Source: an optimization exercise on an open RTL-to-GDS flow (aim: small area, a short achievable clock period and few clock cycles per item). Production flows keep margins and buffers that such runs may drop. Where RTL was checked, it was by simulation tests only, not by an equivalence proof against the original. No activity file was given, so power comes from the tool's default toggle rates.

==> flow/design.v (excerpt) <==
module scalar_kalman_filter
(
   input  wire logic                   clock,
   input  wire logic                   reset,
   input  wire logic                   req_tvalid,
   output logic                        req_tready,
   input  wire logic [scf_pkg::EST_W-1:0]       req_tdata,    
   input  wire logic [scf_pkg::CHAN_W-1:0]      req_tuser,    
   output logic                        rsp_tvalid,
   input  wire logic                   rsp_tready,
   output logic [scf_pkg::EST_W-1:0]            rsp_tdata,    
   output logic [scf_pkg::CHAN_W-1:0]           rsp_tuser,    
   input  wire logic                   csr_valid,
   output logic                        csr_ready,
   input  wire logic [scf_pkg::CSR_IDX_W-1:0]   csr_index,
   input  wire logic [scf_pkg::CSR_DATA_W-1:0]  csr_data
);
   localparam logic [1:0] E_IDLE = 2'd0, E_DIV = 2'd2, E_FIN = 2'd3;
   localparam logic [1:0] X_IDLE = 2'd0, X_MUL = 2'd1, X_SAT = 2'd2;
   function automatic logic [143:0] csa(input logic [71:0] a, input logic [71:0] b,
                                        input logic [71:0] c);
      logic [71:0] s, cy;
      s  = a ^ b ^ c;
      cy = (a & b) | (a & c) | (b & c);
      csa = {cy[70:0], 1'b0, s};
   endfunction
   logic [39:0] x0_ff, x1_ff;            
   logic [32:0] p0_ff, p1_ff;            
   logic [32:0] g0_ff, g1_ff;            
   logic        conv0_ff, conv1_ff;      
   logic [31:0] q_ff, r_ff;
   logic        h_valid_ff, h_ch_ff, h_gdone_ff;
   logic [39:0] h_z_ff;
   logic        xd_go_ff;                
   logic [1:0]  e_state_ff;
   logic [2:0]  e_cnt_ff;
   logic        e_rz_ff;                 
   logic [33:0] den_ff;
   logic [35:0] den3_ff;
   logic [33:0] rem_ff;
   logic [64:0] acc_ff;
   logic [3:0]  chunk_ff;
   logic        e_pmnz_ff;               
   logic [32:0] pold_ff;                 
   logic        chk_ff;                  
   logic        chk_ch_ff;
   logic        e_ch_ff;                 
   logic [1:0]  x_state_ff;
   logic [1:0]  m_cnt_ff;
   logic        xch_ff;
   logic [40:0] d_ff;
   logic [31:0] mg_ff;
   logic        mprev_ff;
   logic        mtop_ff;
   logic [43:0] macc_ff;
   logic        rsp_valid_ff;
   logic        rsp_ch_ff;
   assign csr_ready  = 1'b1;
   assign rsp_tvalid = rsp_valid_ff;
   assign rsp_tdata  = rsp_ch_ff ? x1_ff : x0_ff;
   assign rsp_tuser  = rsp_ch_ff;
  ...
Size: ~7800 cells after synthesis, roughly 660 flip-flops, about 0.069 mm² of cells after synthesis.
Settings: LEC_CHECK=0, CAP_MARGIN=20, CORE_MARGIN=2, CORE_UTILIZATION=60, SETUP_SLACK_MARGIN=5, SLEW_MARGIN=20; clock period 12.0 ns.
run.sh (not shown) runs the stock make flow with config.mk's settings and CLKGATE_MAP_FILE= SYNTH_SCRIPT=/design/flow/synth_recipe.tcl, a recipe that flattens the netlist after the stock synthesis.
Edit:
--- a/flow/design.v
+++ b/flow/design.v
@@ -122,34 +122,33 @@
          conv0_n = 1'b0;
          conv1_n = 1'b0;
       end
       gready_n = h_gdone_n | (h_ch_n ? conv1_n : conv0_n);
       x_state_n = x_state_ff;
       case (x_state_ff)
          X_IDLE:  if (xd) x_state_n = X_MUL;
          X_MUL:   if (m_cnt_ff == 2'd3) x_state_n = X_SAT;
          default: if (s_done) x_state_n = xd ? X_MUL : X_IDLE;
       endcase
       rsp_valid_n = s_done ? 1'b1 : (rsp_tready ? 1'b0 : rsp_valid_ff);
    end
-   logic [143:0] c3a, c3b, c3c, c3d;
+   logic [143:0] c3a, c3c, c3d;
    logic [33:0]  pm_in, den_in;
    logic [35:0]  den3_in;
-   assign c3a = csa({39'd0, p_sel}, {38'd0, p_sel, 1'b0}, {40'd0, q_ff});
-   assign c3b = csa({39'd0, q_ff, 1'b0}, {40'd0, r_ff}, {39'd0, r_ff, 1'b0});
-   assign c3c = csa(c3a[71:0], c3a[143:72], c3b[71:0]);
-   assign c3d = csa(c3c[71:0], c3c[143:72], c3b[143:72]);
+   assign c3a = csa({39'd0, p_sel}, {40'd0, q_ff}, {40'd0, r_ff});
+   assign c3c = csa(c3a[71:0], c3a[143:72], {c3a[70:0], 1'b0});
+   assign c3d = csa(c3c[71:0], c3c[143:72], {c3a[142:72], 1'b0});
    assign den3_in = c3d[35:0] + c3d[107:72];
    assign pm_in   = {1'b0, p_sel} + {2'b00, q_ff};
-   assign den_in  = {1'b0, p_sel} + {2'b00, q_ff} + {2'b00, r_ff};
+   assign den_in  = c3a[33:0] + c3a[105:72];
    function automatic logic [35:0] div_step(input logic [33:0] rem,
                                              input logic [33:0] den,
                                              input logic [35:0] den3);
       logic [35:0] t;
       logic [36:0] t1, t2, t3;
       logic [1:0]  j;
       logic [33:0] rn;
       t  = {rem, 2'b00};
       t1 = {1'b0, t} - {3'b000, den};
       t2 = {1'b0, t} - {2'b00, den, 1'b0};
       t3 = {1'b0, t} - {1'b0, den3};
       if (!t3[36]) begin
@@ -275,55 +274,48 @@
             else         p0_ff <= p_new;
          end
          chk_ff <= e_fin;
          if (s_done) begin
             if (xch_ff) x1_ff <= sat_est;
             else        x0_ff <= sat_est;
          end
       end
       if (accept) begin
          h_ch_ff <= req_tuser[0];
          h_z_ff  <= req_tdata;
       end
+      rem_ff   <= e_start ? pm_in : st2[33:0];
+      chunk_ff <= e_start ? 4'h0 : chunk_new;
+      acc_ff   <= e_start ? 65'd0 : acc_next;
+      e_cnt_ff <= e_start ? 3'd0 : e_cnt_ff + 3'd1;
       if (e_start) begin
-         rem_ff   <= pm_in;
          den_ff   <= den_in;
          den3_ff  <= den3_in;
          e_rz_ff  <= (r_ff == 32'd0);
-         acc_ff   <= '0;
-         chunk_ff <= 4'h0;
-         e_cnt_ff <= 3'd0;
          e_pmnz_ff <= (pm_in != 34'd0);
          e_ch_ff  <= h_ch_ff;
       end
       if (e_state_ff == E_DIV && e_cnt_ff == 3'd0) pold_ff <= e_ch_ff ? p1_ff : p0_ff;
       if (e_state_ff == E_DIV && !e_abort && !e_rz_ff) begin
-         rem_ff   <= st2[33:0];
-         chunk_ff <= chunk_new;
-         acc_ff   <= acc_next;
-         e_cnt_ff <= e_cnt_ff + 3'd1;
          if (e_ch_ff) g1_ff <= {((e_cnt_ff == 3'd0) ? 29'd0 : g1_ff[28:0]), chunk_new};
          else         g0_ff <= {((e_cnt_ff == 3'd0) ? 29'd0 : g0_ff[28:0]), chunk_new};
       end
       if (e_state_ff == E_DIV && !e_abort && e_rz_ff) begin
          if (e_ch_ff) g1_ff <= {e_pmnz_ff, 32'd0};
          else         g0_ff <= {e_pmnz_ff, 32'd0};
       end
       if (e_fin) chk_ch_ff <= e_ch_ff;
+      mg_ff    <= xd ? g_eff[31:0] : {8'd0, mg_ff[31:8]};
+      mprev_ff <= xd ? 1'b0 : mg_ff[7];
+      m_cnt_ff <= xd ? 2'd0 : m_cnt_ff + 2'd1;
       if (xd) begin
          d_ff     <= {h_z_ff[39], h_z_ff} - {x_fwd[39], x_fwd};
-         mg_ff    <= g_eff[31:0];
          mtop_ff  <= g_eff[32] | g_eff[31];
-         mprev_ff <= 1'b0;
          macc_ff  <= '0;
          xch_ff   <= h_ch_ff;
-         m_cnt_ff <= 2'd0;
       end else if (x_state_ff == X_MUL) begin
          macc_ff  <= msum[51:8];
-         mg_ff    <= {8'd0, mg_ff[31:8]};
-         mprev_ff <= mg_ff[7];
-         m_cnt_ff <= m_cnt_ff + 2'd1;
       end
       if (s_done) rsp_ch_ff <= xch_ff;
    end
 endmodule
 `default_nettype wire
=> Synthesized area fell by 3.0%. Total power is higher by 41%. Global-route usage rises by 0.33 points. Setup slack improved by 0.036 ns. First-iteration DRC count drops by 4.9%. Routed wire length goes down by about 3.7%. Synthesized cell count decreases by about 0.4%.
Testbench counts after the change, summed over its fixed seeds: cycles 24,062, items 3,200.
The RTL of the first run of this note was laid out without a check of its function.

========
scalar_kalman_filter with an RTL version that a note above also has.
Size in the first run: about 660 flip-flops, about 66000 um2 of cells after synthesis.
clock: 12.0 ns
lec_check: 0
cap_margin: 20
core_margin: 2
core_utilization: 60
cts_buf_list: sky130_fd_sc_hd__clkbuf_4 sky130_fd_sc_hd__clkbuf_8
cts_cluster_size: 30
setup_slack_margin: 5
slew_margin: 20
Testbench counts at the start, summed over its fixed seeds: cycles 24,062, items 3,200.
Then changed:
--- a/flow/design.v
+++ b/flow/design.v
@@ -278,44 +278,51 @@
             if (xch_ff) x1_ff <= sat_est;
             else        x0_ff <= sat_est;
          end
       end
       if (accept) begin
          h_ch_ff <= req_tuser[0];
          h_z_ff  <= req_tdata;
       end
-      rem_ff   <= e_start ? pm_in : st2[33:0];
-      chunk_ff <= e_start ? 4'h0 : chunk_new;
-      acc_ff   <= e_start ? 65'd0 : acc_next;
-      e_cnt_ff <= e_start ? 3'd0 : e_cnt_ff + 3'd1;
       if (e_start) begin
+         rem_ff   <= pm_in;
          den_ff   <= den_in;
          den3_ff  <= den3_in;
          e_rz_ff  <= (r_ff == 32'd0);
+         acc_ff   <= '0;
+         chunk_ff <= 4'h0;
+         e_cnt_ff <= 3'd0;
          e_pmnz_ff <= (pm_in != 34'd0);
          e_ch_ff  <= h_ch_ff;
       end
       if (e_state_ff == E_DIV && e_cnt_ff == 3'd0) pold_ff <= e_ch_ff ? p1_ff : p0_ff;
       if (e_state_ff == E_DIV && !e_abort && !e_rz_ff) begin
+         rem_ff   <= st2[33:0];
+         chunk_ff <= chunk_new;
+         acc_ff   <= acc_next;
+         e_cnt_ff <= e_cnt_ff + 3'd1;
          if (e_ch_ff) g1_ff <= {((e_cnt_ff == 3'd0) ? 29'd0 : g1_ff[28:0]), chunk_new};
          else         g0_ff <= {((e_cnt_ff == 3'd0) ? 29'd0 : g0_ff[28:0]), chunk_new};
       end
       if (e_state_ff == E_DIV && !e_abort && e_rz_ff) begin
          if (e_ch_ff) g1_ff <= {e_pmnz_ff, 32'd0};
          else         g0_ff <= {e_pmnz_ff, 32'd0};
       end
       if (e_fin) chk_ch_ff <= e_ch_ff;
-      mg_ff    <= xd ? g_eff[31:0] : {8'd0, mg_ff[31:8]};
-      mprev_ff <= xd ? 1'b0 : mg_ff[7];
-      m_cnt_ff <= xd ? 2'd0 : m_cnt_ff + 2'd1;
       if (xd) begin
          d_ff     <= {h_z_ff[39], h_z_ff} - {x_fwd[39], x_fwd};
+         mg_ff    <= g_eff[31:0];
          mtop_ff  <= g_eff[32] | g_eff[31];
+         mprev_ff <= 1'b0;
          macc_ff  <= '0;
          xch_ff   <= h_ch_ff;
+         m_cnt_ff <= 2'd0;
       end else if (x_state_ff == X_MUL) begin
          macc_ff  <= msum[51:8];
+         mg_ff    <= {8'd0, mg_ff[31:8]};
+         mprev_ff <= mg_ff[7];
+         m_cnt_ff <= m_cnt_ff + 2'd1;
       end
       if (s_done) rsp_ch_ff <= xch_ff;
    end
 endmodule
 `default_nettype wire
After rerunning: The changed run ran to the end with no violations; maximum frequency fell by 2.1%; utilization rose by 0.36 points; sequential share of layout area goes up by 1.6 points; first-iteration DRC count rose by 8.9%; cell area rose by 0.82%; worst hold slack gains 0.045 ns; clock-buffer cell count drops by 7; total power decreases by 30%.
Testbench counts after the change, summed over its fixed seeds: cycles 24,062, items 3,200.

-- afterwards: timing with drivers on the ports --
The results above use ideal ports. As a check the final layouts listed here were re-extracted and re-timed, cells and wires unchanged. Step 1, drivers: a clkbuf_16 drives clock and a buf_2 each remaining input, both assumed. Step 2 moves the port delays by t, midway between the first and last clock arrival at a register: inputs arrive t later, outputs are due t later. That takes back most of the time a late clock gives input paths. Three values: ideal, step 1, step 2; two values: the first two.
| run | shift t [ns] | setup WS [ns] | slew at the worst register clock pin (ns) |
|---|---|---|---|
| the first run of note 1 | 0.763 | 5.165 / 5.165 / 5.165 | 0.07 / 0.07 |
| the second run of note 1 | 0.756 | 5.201 / 5.201 / 5.201 | 0.07 / 0.07 |
| the first run of note 2 | 0.883 | 5.189 / 5.189 / 5.189 | 0.07 / 0.07 |
| the second run of note 2 | 0.887 | 5.040 / 5.040 / 5.040 | 0.08 / 0.08 |
After both steps setup and hold are still met in every run listed.
